What follows belongs to an exercise in optimizing a design on an open flow for a short achievable clock period and few clock cycles per item; a production flow would make more cautious choices. RTL that was checked went through simulation tests only; none was proved equivalent to the original. Power and IR drop assume default switching activity.

Setup of cedar:
==> module wb_subsys, before the edit <==
module wb_subsys (
	input  logic            clk,
	input  logic            rst_n,
	input  logic            evict_i,
	input  wb_pkg::addr_t   evict_addr_i,
	input  wb_pkg::data_t   evict_data_i,
	output logic            evict_afull_o,
	output wb_pkg::axi_id_t awid_o,
	output wb_pkg::addr_t   awaddr_o,
	output logic            awvalid_o,
	input  logic            awready_i,
	output wb_pkg::axi_id_t wid_o,
	output wb_pkg::data_t   wdata_o,
	output logic            wvalid_o,
	input  logic            wready_i
);
	localparam int AW = wb_pkg::ADDR_W - wb_pkg::OFFSET_W;	 
	localparam int LW = AW + wb_pkg::DATA_W;
	logic [LW-1:0] slot0_q;
	logic [LW-1:0] slot1_q;
	logic          wptr_q;	 
	logic          rptr_q;	 
	logic [1:0]    cnt_q;
	logic          empty_q;	 
	logic [1:0]    wen_q;	 
	logic          afull_q;
	logic          ov_q;
	logic [LW-1:0] o_q;
	logic [LW-1:0] in_line;
	logic [LW-1:0] head;
	logic [LW-1:0] src;
	logic          load;
	logic          push;
	logic          pop;
	logic [1:0]    cnt_d;
	logic          wptr_d;
	assign in_line = {evict_addr_i[wb_pkg::ADDR_W-1:wb_pkg::OFFSET_W], evict_data_i};
	assign head    = rptr_q ? slot1_q : slot0_q;
	assign load = !ov_q || (awready_i && wready_i);
	assign src  = empty_q ? in_line : head;
	assign pop  = load && !empty_q;
	assign push = evict_i && !(load && empty_q);
	always_comb begin
		cnt_d = cnt_q;
		if (push && !pop) cnt_d = cnt_q + 1'b1;
		if (pop && !push) cnt_d = cnt_q - 1'b1;
	end
	assign wptr_d = wptr_q ^ push;
	always_ff @(posedge clk) begin
		if (!rst_n) begin
			wptr_q  <= 1'b0;
			rptr_q  <= 1'b0;
			cnt_q   <= '0;
			empty_q <= 1'b1;
			wen_q   <= 2'b01;
			afull_q <= 1'b0;
			ov_q    <= 1'b0;
		end else begin
			wptr_q  <= wptr_d;
			rptr_q  <= rptr_q ^ pop;
			cnt_q   <= cnt_d;
			empty_q <= (cnt_d == 2'd0);
			wen_q   <= (cnt_d == 2'd2) ? 2'b00 : (wptr_d ? 2'b10 : 2'b01);
			afull_q <= (cnt_d != 2'd0);
			if (load) ov_q <= !empty_q || evict_i;
		end
	end
	always_ff @(posedge clk) begin
		if (wen_q[0]) slot0_q <= in_line;
		if (wen_q[1]) slot1_q <= in_line;
	end
	always_ff @(posedge clk) begin
		o_q <= ({LW{load}} & src) | ({LW{!load}} & o_q);
	end
	assign evict_afull_o = afull_q;
	assign awvalid_o     = ov_q;
	assign wvalid_o      = ov_q;
	assign awid_o        = wb_pkg::axi_id_t'(o_q[wb_pkg::DATA_W +: 2]);
	assign wid_o         = wb_pkg::axi_id_t'(o_q[wb_pkg::DATA_W +: 2]);
	assign awaddr_o      = {o_q[wb_pkg::DATA_W +: AW], {wb_pkg::OFFSET_W{1'b0}}};
	assign wdata_o       = o_q[wb_pkg::DATA_W-1:0];
endmodule
clock: 5.5 ns
lec_check: 0
cap_margin: 20
core_margin: 2
core_utilization: 40
setup_slack_margin: 4
slew_margin: 20
run.sh (not shown) runs the stock make flow with config.mk's settings and CLKGATE_MAP_FILE= SYNTH_SCRIPT=/design/flow/synth_recipe.tcl, a recipe that flattens the netlist after the stock synthesis.
Inputs modified between cedar and sierra:
--- a/flow/design.v
+++ b/flow/design.v
@@ -87,7 +87,7 @@
 		if (wen_q[1]) slot1_q <= in_line;
 	end
 	always_ff @(posedge clk) begin
-		o_q <= ({LW{load}} & src) | ({LW{!load}} & o_q);
+		if (load) o_q <= src;
 	end
 	assign evict_afull_o = afull_q;
 	assign awvalid_o     = ov_q;
[summary]
Comparing cedar and sierra, core utilization is lower on sierra.
cedar has a higher wire length of the first global-routing pass than sierra.
sierra against cedar: count of non-CTS buffers in the layout now sits lower; final routed wirelength across all metal layers now sits lower; total combinational power now sits lower.
The final layout from sierra, which completed every stage, passed the timing, design-rule and antenna checks at the end of the flow.
From cedar to sierra the numbers moved as follows: final estimated routing congestion in global placement went up about 5%, initial detailed-routing violation count +about 22%, detailed-routed wire length on met3 saw a decrease, number of vias in the routed layout roughly the same.
In the tables for cedar and sierra, sequential power share reads lower with cedar.
sierra reports a lower count of cells along the worst register-to-register path than cedar does.
Any difference in floorplan die height between cedar and sierra is small enough to ignore.
Where power consumption is concerned, cedar is outperformed by sierra.
Delta(worst setup margin, sierra - cedar) < 0
Testbench counts of sierra, summed over its fixed seeds: cycles 16,016, items 16,000.
For cedar, only the layout was checked, not whether the RTL still works.

port drivers added, routing unchanged:
The flow's constraints put no driver on any port. The routed layouts listed below were extracted and timed again, unchanged, in two steps.
Step 1, drivers: a clkbuf_16 drives clk and a buf_2 each remaining input, both assumed.
Step 2 times the ports against the registers' clock, not the clock port: input delays grow and output delays shrink by t, the midpoint of the rising clock arrivals with the driver on.
a / b / c = ideal ports / drivers / drivers and shift; a / b = the first two.
run | t, ns | slack for setup (ns) | slew at the worst register clock pin (ns) | worst data-port slew with drivers (ns) | cell pins on the clock port's net
cedar | 0.575 | 3.273 / 3.232 / 3.157 | 0.06 / 0.06 | 0.09 | 1
sierra | 0.590 | 3.256 / 3.206 / 3.103 | 0.06 / 0.06 | 0.07 | 1
After both steps setup and hold are still met in every run listed. The setup slack of sierra, which loses most, moves by -0.050 ns with the drivers and by -0.153 ns with both steps.
